This design comes from an exercise in tuning for small area, a short achievable clock period and few clock cycles per item on the open sky130 flow, not from production work. Function was checked by simulation only, so behaviour that the tests miss may differ from the original.

==> job 3138: inputs <==
==> flow/design.v <==
`default_nettype none
package conv_window_pkg;
    localparam int DEF_IMG_W = 32;   
    localparam int DEF_IMG_H = 32;   
    localparam int DEF_KSIZE = 5;    
    localparam int DEF_PIX_W = 8;    
    localparam logic [1:0] SCAN_IDLE = 2'd0;   
    localparam logic [1:0] SCAN_LOAD = 2'd1;   
    localparam logic [1:0] SCAN_ROW  = 2'd2;   
    localparam logic [1:0] SCAN_ROLL = 2'd3;
endpackage
`default_nettype wire
`timescale 1ns/1ps
`default_nettype none
module conv_window_gen #(
    parameter int IMG_W = conv_window_pkg::DEF_IMG_W,
    parameter int IMG_H = conv_window_pkg::DEF_IMG_H,
    parameter int KSIZE = conv_window_pkg::DEF_KSIZE,
    parameter int PIX_W = conv_window_pkg::DEF_PIX_W
) (
    input  wire logic                           clk,
    input  wire logic                           reset_n,
    input  wire logic                           i_start,
    input  wire logic                           i_pixel_valid,
    input  wire logic [PIX_W-1:0]               i_pixel,
    input  wire logic                           i_conv_ready,
    output logic                                o_pixel_ready,
    output logic                                o_conv_valid,
    output logic                                o_conv_row_start,
    output logic                                o_conv_row_end,
    output logic                                o_done,
    output logic [KSIZE*KSIZE*PIX_W-1:0]        o_window
);
    localparam int COL_W = $clog2(IMG_W);
    localparam int ROW_W = $clog2(IMG_H);
    localparam int DEPTH = (KSIZE - 1) * IMG_W + KSIZE;   
    localparam logic [COL_W-1:0] LAST_COL  = COL_W'(IMG_W - 1);
    localparam logic [ROW_W-1:0] LAST_ROW  = ROW_W'(IMG_H - 1);
    localparam logic [COL_W-1:0] FIRST_WIN = COL_W'(KSIZE - 1);
    logic [COL_W-1:0] in_col;     
    logic [ROW_W-1:0] in_row;
    logic             in_done;    
    logic [PIX_W-1:0] chain [DEPTH];
    logic win_avail;   
    logic last_win;    
    logic accept, blocked, in_win, in_last;
    logic in_done_n, win_avail_n;
    assign accept  = i_pixel_valid && o_pixel_ready;
    assign blocked = win_avail && !o_conv_valid;
    assign in_win  = (in_col >= FIRST_WIN) && (in_row >= ROW_W'(KSIZE - 1));
    assign in_last = (in_col == LAST_COL) && (in_row == LAST_ROW);
    assign in_done_n   = in_done || (accept && in_last);
    assign win_avail_n = accept ? in_win : blocked;
    always_ff @(posedge clk) begin
        if (!reset_n) begin
            o_pixel_ready    <= 1'b0;
            in_done          <= 1'b1;
            in_col           <= '0;
            in_row           <= '0;
            win_avail        <= 1'b0;
            last_win         <= 1'b0;
            o_conv_valid     <= 1'b0;
            o_conv_row_start <= 1'b0;
            o_conv_row_end   <= 1'b0;
            o_done           <= 1'b0;
        end else if (i_start) begin
            o_pixel_ready    <= 1'b1;
            in_done          <= 1'b0;
            in_col           <= '0;
            in_row           <= '0;
            win_avail        <= 1'b0;
            last_win         <= 1'b0;
            o_conv_valid     <= 1'b0;
            o_conv_row_start <= 1'b0;
            o_conv_row_end   <= 1'b0;
            o_done           <= 1'b0;
        end else begin
            in_done       <= in_done_n;
            o_pixel_ready <= !in_done_n && !(win_avail_n && !i_conv_ready);
            if (accept) begin
                in_col   <= in_col + 1'b1;
                if (in_col == LAST_COL) in_row <= in_row + 1'b1;
                last_win <= in_last;
                o_conv_row_start <= in_win && i_conv_ready && (in_col == FIRST_WIN);
                o_conv_row_end   <= in_win && i_conv_ready && (in_col == LAST_COL);
            end else begin
                o_conv_row_start <= blocked && i_conv_ready && (in_col == FIRST_WIN + 1'b1);
                o_conv_row_end   <= blocked && i_conv_ready && (in_col == '0);
            end
            win_avail    <= win_avail_n;
            o_conv_valid <= win_avail_n && i_conv_ready;
            o_done       <= o_conv_valid && last_win;
        end
    end
    always_ff @(posedge clk) begin
        if (accept) begin
            chain[0] <= i_pixel;
            for (int k = 1; k < DEPTH; k++) chain[k] <= chain[k-1];
        end
    end
    always_comb begin
        for (int i = 0; i < KSIZE; i++) begin
            for (int j = 0; j < KSIZE; j++) begin
                o_window[(i*KSIZE + j)*PIX_W +: PIX_W] = chain[(KSIZE-1-i)*IMG_W + (KSIZE-1-j)];
            end
        end
    end
endmodule
`default_nettype wire
==> flow/flow/run.sh <==
#!/bin/bash
# The standard layout (standard synthesis included), with two changes to how it is made:
# ports are buffered with a plain buf_2 rather than the delay buffer the resizer would pick,
# and the resizer may swap a cell for one of another footprint (so a port buffer can be
# resized to any buffer). make's full output goes to make.log, each ORFS step's to orfs/logs.
set -euo pipefail
cd "$(dirname "$0")/.."
bash standard.sh MATCH_CELL_FOOTPRINT=0 "BUFFER_PORTS_ARGS=-buffer_cell sky130_fd_sc_hd__buf_2" finish > make.log 2>&1
==> flow/standard.sh <==
#!/bin/bash
# synth_recipe.tcl (not shown) runs the flow's synth.tcl, then flattens the netlist and writes it again
# the make line also repeats each setting of config.mk as NAME=value (left out here)
make -C /OpenROAD-flow-scripts/flow DESIGN_CONFIG=/design/flow/config.mk WORK_HOME=/design/flow/orfs CLKGATE_MAP_FILE= SYNTH_SCRIPT=/design/flow/synth_recipe.tcl "${@:-finish}"
==> flow/config.mk <==
export PLATFORM = sky130hd
export DESIGN_NAME = conv_window_gen
export DESIGN_NICKNAME = conv_window_gen
export VERILOG_FILES = /design/flow/design.v
export SDC_FILE = /design/flow/constraint.sdc
export NUM_CORES = 4
export LEC_CHECK = 0
export CAP_MARGIN = 20
export CORE_MARGIN = 2
export CORE_UTILIZATION = 60
export CTS_CLUSTER_DIAMETER = 120
export CTS_CLUSTER_SIZE = 30
export PLACE_DENSITY = 0.7
export SETUP_SLACK_MARGIN = 3.55
export SLEW_MARGIN = 20
==> flow/constraint.sdc <==
create_clock -name core_clock -period 6.0 [get_ports {clk}]
set_input_delay 1.2000 -clock core_clock [delete_from_list [all_inputs] [get_ports {clk}]]
set_output_delay 1.2000 -clock core_clock [all_outputs]
set_load 0.01 [all_outputs]
==> job 7484 (differences from job 3138) <==
==> flow/design.v, changed modules only <==
module conv_window_gen #(
    parameter int IMG_W = conv_window_pkg::DEF_IMG_W,
    parameter int IMG_H = conv_window_pkg::DEF_IMG_H,
    parameter int KSIZE = conv_window_pkg::DEF_KSIZE,
    parameter int PIX_W = conv_window_pkg::DEF_PIX_W
) (
    input  wire logic                           clk,
    input  wire logic                           reset_n,
    input  wire logic                           i_start,
    input  wire logic                           i_pixel_valid,
    input  wire logic [PIX_W-1:0]               i_pixel,
    input  wire logic                           i_conv_ready,
    output logic                                o_pixel_ready,
    output logic                                o_conv_valid,
    output logic                                o_conv_row_start,
    output logic                                o_conv_row_end,
    output logic                                o_done,
    output logic [KSIZE*KSIZE*PIX_W-1:0]        o_window
);
    localparam int COL_W = $clog2(IMG_W);
    localparam int ROW_W = $clog2(IMG_H);
    localparam int DEPTH = (KSIZE - 1) * IMG_W + KSIZE;   
    localparam logic [COL_W-1:0] LAST_COL  = COL_W'(IMG_W - 1);
    localparam logic [ROW_W-1:0] LAST_ROW  = ROW_W'(IMG_H - 1);
    localparam logic [COL_W-1:0] FIRST_WIN = COL_W'(KSIZE - 1);
    logic             in_full;
    logic [PIX_W-1:0] in_pix;
    logic [COL_W-1:0] in_col;     
    logic [ROW_W-1:0] in_row;
    logic             in_done;    
    logic [PIX_W-1:0] chain [DEPTH];
    logic [COL_W-1:0] sh_col;     
    logic [ROW_W-1:0] sh_row;
    logic win_avail;   
    logic last_win;    
    logic accept, shift, blocked;
    logic in_last;
    logic in_full_n, in_done_n, win_avail_n, conv_valid_n;
    logic sh_win, sh_last;
    assign accept  = i_pixel_valid && o_pixel_ready;
    assign blocked = win_avail && !o_conv_valid;
    assign shift   = in_full && !blocked;
    assign in_last = (in_col == LAST_COL) && (in_row == LAST_ROW);
    assign sh_win  = (sh_col >= FIRST_WIN) && (sh_row >= ROW_W'(KSIZE - 1));
    assign sh_last = (sh_col == LAST_COL) && (sh_row == LAST_ROW);
    always_comb begin
        in_full_n    = accept || (in_full && !shift);
        in_done_n    = in_done || (accept && in_last);
        win_avail_n  = shift ? sh_win : blocked;
        conv_valid_n = win_avail_n && i_conv_ready;
    end
    always_ff @(posedge clk) begin
        if (!reset_n) begin
            o_pixel_ready    <= 1'b0;
            in_full          <= 1'b0;
            in_done          <= 1'b1;
            in_col           <= '0;
            in_row           <= '0;
            sh_col           <= '0;
            sh_row           <= '0;
            win_avail        <= 1'b0;
            last_win         <= 1'b0;
            o_conv_valid     <= 1'b0;
            o_conv_row_start <= 1'b0;
            o_conv_row_end   <= 1'b0;
            o_done           <= 1'b0;
        end else if (i_start) begin
            o_pixel_ready    <= 1'b1;
            in_full          <= 1'b0;
            in_done          <= 1'b0;
            in_col           <= '0;
            in_row           <= '0;
            sh_col           <= '0;
            sh_row           <= '0;
            win_avail        <= 1'b0;
            last_win         <= 1'b0;
            o_conv_valid     <= 1'b0;
            o_conv_row_start <= 1'b0;
            o_conv_row_end   <= 1'b0;
            o_done           <= 1'b0;
        end else begin
            in_full       <= in_full_n;
            in_done       <= in_done_n;
            o_pixel_ready <= !in_done_n && !(in_full_n && win_avail_n && !i_conv_ready);
            if (accept) begin
                in_col <= in_col + 1'b1;
                if (in_col == LAST_COL) in_row <= in_row + 1'b1;
            end
            if (shift) begin
                sh_col   <= sh_col + 1'b1;
                if (sh_col == LAST_COL) sh_row <= sh_row + 1'b1;
                last_win <= sh_last;
                o_conv_row_start <= sh_win && i_conv_ready && (sh_col == FIRST_WIN);
                o_conv_row_end   <= sh_win && i_conv_ready && (sh_col == LAST_COL);
            end else begin
                o_conv_row_start <= blocked && i_conv_ready && (sh_col == FIRST_WIN + 1'b1);
                o_conv_row_end   <= blocked && i_conv_ready && (sh_col == '0);
            end
            win_avail    <= win_avail_n;
            o_conv_valid <= conv_valid_n;
            o_done       <= o_conv_valid && last_win;
        end
    end
    always_ff @(posedge clk) begin
        if (accept) in_pix <= i_pixel;
    end
    always_ff @(posedge clk) begin
        if (shift) begin
            chain[0] <= in_pix;
            for (int k = 1; k < DEPTH; k++) chain[k] <= chain[k-1];
        end
    end
    always_comb begin
        for (int i = 0; i < KSIZE; i++) begin
            for (int j = 0; j < KSIZE; j++) begin
                o_window[(i*KSIZE + j)*PIX_W +: PIX_W] = chain[(KSIZE-1-i)*IMG_W + (KSIZE-1-j)];
            end
        end
    end
endmodule
==> flow/run.sh (new file) <==
#!/bin/bash
# synth_recipe.tcl (not shown) runs the flow's synth.tcl, then flattens the netlist and writes it again
# the make line also repeats each setting of config.mk as NAME=value (left out here)
make -C /OpenROAD-flow-scripts/flow DESIGN_CONFIG=/design/flow/config.mk WORK_HOME=/design/flow/orfs CLKGATE_MAP_FILE= SYNTH_SCRIPT=/design/flow/synth_recipe.tcl finish
--- a/flow/config.mk
+++ b/flow/config.mk
@@ -9,7 +9,3 @@
 export CORE_MARGIN = 2
-export CORE_UTILIZATION = 60
-export CTS_CLUSTER_DIAMETER = 120
-export CTS_CLUSTER_SIZE = 30
-export PLACE_DENSITY = 0.7
-export SETUP_SLACK_MARGIN = 3.55
+export CORE_UTILIZATION = 40
 export SLEW_MARGIN = 20
removed: flow/flow/run.sh
removed: flow/standard.sh
==> job 6970 (differences from job 3138) <==
==> flow/design.v, changed modules only <==
module conv_window_gen #(
    parameter int IMG_W = conv_window_pkg::DEF_IMG_W,
    parameter int IMG_H = conv_window_pkg::DEF_IMG_H,
    parameter int KSIZE = conv_window_pkg::DEF_KSIZE,
    parameter int PIX_W = conv_window_pkg::DEF_PIX_W
) (
    input  wire logic                           clk,
    input  wire logic                           reset_n,
    input  wire logic                           i_start,
    input  wire logic                           i_pixel_valid,
    input  wire logic [PIX_W-1:0]               i_pixel,
    input  wire logic                           i_conv_ready,
    output logic                                o_pixel_ready,
    output logic                                o_conv_valid,
    output logic                                o_conv_row_start,
    output logic                                o_conv_row_end,
    output logic                                o_done,
    output logic [KSIZE*KSIZE*PIX_W-1:0]        o_window
);
    localparam int COL_W = $clog2(IMG_W);
    localparam int ROW_W = $clog2(IMG_H);
    localparam int DEPTH = (KSIZE - 1) * IMG_W + KSIZE;   
    localparam logic [COL_W-1:0] LAST_COL  = COL_W'(IMG_W - 1);
    localparam logic [ROW_W-1:0] LAST_ROW  = ROW_W'(IMG_H - 1);
    localparam logic [COL_W-1:0] FIRST_WIN = COL_W'(KSIZE - 1);
    logic             in_full;
    logic [PIX_W-1:0] in_pix;
    logic [COL_W-1:0] in_col;     
    logic [ROW_W-1:0] in_row;
    logic             in_done;    
    logic [PIX_W-1:0] chain [DEPTH];
    logic [COL_W-1:0] sh_col;     
    logic [ROW_W-1:0] sh_row;
    logic win_avail;   
    logic last_win;    
    logic accept, shift, blocked;
    logic in_last;
    logic in_full_n, in_done_n, win_avail_n, conv_valid_n;
    logic sh_win, sh_last;
    assign accept  = i_pixel_valid && o_pixel_ready;
    assign blocked = win_avail && !o_conv_valid;
    assign shift   = in_full && !blocked;
    assign in_last = (in_col == LAST_COL) && (in_row == LAST_ROW);
    assign sh_win  = (sh_col >= FIRST_WIN) && (sh_row >= ROW_W'(KSIZE - 1));
    assign sh_last = (sh_col == LAST_COL) && (sh_row == LAST_ROW);
    always_comb begin
        in_full_n    = accept || (in_full && !shift);
        in_done_n    = in_done || (accept && in_last);
        win_avail_n  = shift ? sh_win : blocked;
        conv_valid_n = win_avail_n && i_conv_ready;
    end
    always_ff @(posedge clk) begin
        if (!reset_n) begin
            o_pixel_ready    <= 1'b0;
            in_full          <= 1'b0;
            in_done          <= 1'b1;
            in_col           <= '0;
            in_row           <= '0;
            sh_col           <= '0;
            sh_row           <= '0;
            win_avail        <= 1'b0;
            last_win         <= 1'b0;
            o_conv_valid     <= 1'b0;
            o_conv_row_start <= 1'b0;
            o_conv_row_end   <= 1'b0;
            o_done           <= 1'b0;
        end else if (i_start) begin
            o_pixel_ready    <= 1'b1;
            in_full          <= 1'b0;
            in_done          <= 1'b0;
            in_col           <= '0;
            in_row           <= '0;
            sh_col           <= '0;
            sh_row           <= '0;
            win_avail        <= 1'b0;
            last_win         <= 1'b0;
            o_conv_valid     <= 1'b0;
            o_conv_row_start <= 1'b0;
            o_conv_row_end   <= 1'b0;
            o_done           <= 1'b0;
        end else begin
            in_full       <= in_full_n;
            in_done       <= in_done_n;
            o_pixel_ready <= !in_done_n && !(in_full_n && win_avail_n && !i_conv_ready);
            if (accept) begin
                in_col <= in_col + 1'b1;
                if (in_col == LAST_COL) in_row <= in_row + 1'b1;
            end
            if (shift) begin
                sh_col   <= sh_col + 1'b1;
                if (sh_col == LAST_COL) sh_row <= sh_row + 1'b1;
                last_win <= sh_last;
                o_conv_row_start <= sh_win && i_conv_ready && (sh_col == FIRST_WIN);
                o_conv_row_end   <= sh_win && i_conv_ready && (sh_col == LAST_COL);
            end else begin
                o_conv_row_start <= blocked && i_conv_ready && (sh_col == FIRST_WIN + 1'b1);
                o_conv_row_end   <= blocked && i_conv_ready && (sh_col == '0);
            end
            win_avail    <= win_avail_n;
            o_conv_valid <= conv_valid_n;
            o_done       <= o_conv_valid && last_win;
        end
    end
    always_ff @(posedge clk) begin
        if (accept) in_pix <= i_pixel;
    end
    always_ff @(posedge clk) begin
        if (shift) begin
            chain[0] <= in_pix;
            for (int k = 1; k < DEPTH; k++) chain[k] <= chain[k-1];
        end
    end
    always_comb begin
        for (int i = 0; i < KSIZE; i++) begin
            for (int j = 0; j < KSIZE; j++) begin
                o_window[(i*KSIZE + j)*PIX_W +: PIX_W] = chain[(KSIZE-1-i)*IMG_W + (KSIZE-1-j)];
            end
        end
    end
endmodule
==> flow/flow/run.sh (replaced) <==
#!/bin/bash
# The standard layout (standard synthesis included), with two changes to how it is made:
# ports are buffered with a plain buf_1 rather than the delay buffer the resizer would pick,
# and the resizer may swap a cell for one of another footprint (so a port buffer can be
# resized to any buffer). make's full output goes to make.log, each ORFS step's to orfs/logs.
set -euo pipefail
cd "$(dirname "$0")/.."
bash standard.sh MATCH_CELL_FOOTPRINT=0 "BUFFER_PORTS_ARGS=-buffer_cell sky130_fd_sc_hd__buf_1" finish > make.log 2>&1
--- a/flow/config.mk
+++ b/flow/config.mk
@@ -13,3 +13,3 @@
 export PLACE_DENSITY = 0.7
-export SETUP_SLACK_MARGIN = 3.55
+export SETUP_SLACK_MARGIN = 3.5
 export SLEW_MARGIN = 20
==> results list <==
- The run finished with no timing, DRC or antenna violations.
- Number of antenna violations at the first check in global routing: 0
* Fraction of cell area in non-clock buffers: 3.67%
- The later pin in the worst-skew pair is clocked with a latency of 590 ps.
- Startpoint of the lowest-slack register-to-register path: o_pixel_ready$_SDFF_PN0_
- Netlist cell types: 23
(the above is from job 3138)
==> results list <==
* Master of the slowest instance on the critical path: edfxtp_1
- The finished layout holds 2244 standard cells, fillers aside.
- Netlist cell types: 26
- Startpoint of the lowest-slack register-to-register path: in_full$_SDFF_PP0_
* Worst path setup slack after routing: 3570 ps
- In this run the worst hold path is classified as reg2reg.
- The initial antenna violation count was 0.
* Latest clock arrival within the worst-skew pair: 590 ps
* Outcome: no timing/DRC/antenna violations
* Max-area cell class: registers
(the above is from job 6970)
==> results list <==
- Worst setup path class: reg2out
* Post-Synth XOR/XNOR Area: 0.288%
- Outcome: no timing/DRC/antenna violations
- Flops & latches, synth: 1101
* Number of antenna violations at the first check in global routing: 1
- After synthesis, the cell types taking the most area are edfxtp_1 (96%), dfxtp_1 (1.7%), ha_1 (0.41%), nor2_1 (0.22%), nand2_1 (0.17%).
- Highest signal layer in the routed design: met4
* Minimum setup slack after placement: 2990 ps
* Fraction of cell area in non-clock buffers: 5.67%
- Total of clock buffers placed in the layout: 133
(the above is from job 7484)
Testbench counts of job 3138, summed over its fixed seeds: cycles 32,864, frames 32.
Testbench counts of job 7484, summed over its fixed seeds: cycles 32,896, frames 32.
Testbench counts of job 6970, summed over its fixed seeds: cycles 32,896, frames 32.

==> port drivers added, routing unchanged <==
Ports are ideal in the flow. The routed layouts listed here were re-timed in OpenROAD. Step 1 (the two cells are an assumption about what drives the block):
set clk [get_ports {clk}]
set_driving_cell -lib_cell sky130_fd_sc_hd__clkbuf_16 $clk
set_driving_cell -lib_cell sky130_fd_sc_hd__buf_2 [delete_from_list [all_inputs] $clk]
Step 2 also shifts input and output timing later by t, the mid clock arrival at the registers, as if the neighbouring blocks saw the same clock. Slacks: no drivers / after step 1 / after step 2; pairs: no drivers / after step 1.
| run | shift t [ns] | slack for setup (ns) | hold slack, ns | worst setup path after step 2 | worst data-port slew with drivers (ns) |
|---|---|---|---|---|---|
| job 3138 | 0.627 | 3.595 / 3.543 / 3.030 | 0.397 / 0.397 / 0.397 | input to register | 0.03 |
| job 7484 | 0.701 | 3.031 / 2.973 / 2.948 | 0.410 / 0.410 / 0.410 | input to register | 0.04 |
| job 6970 | 0.637 | 3.569 / 3.513 / 3.337 | 0.420 / 0.420 / 0.420 | input to register | 0.03 |
After both steps every run listed still meets setup and hold. The setup slack of job 3138, which loses most, moves by -0.052 ns with the drivers and by -0.565 ns with both steps.
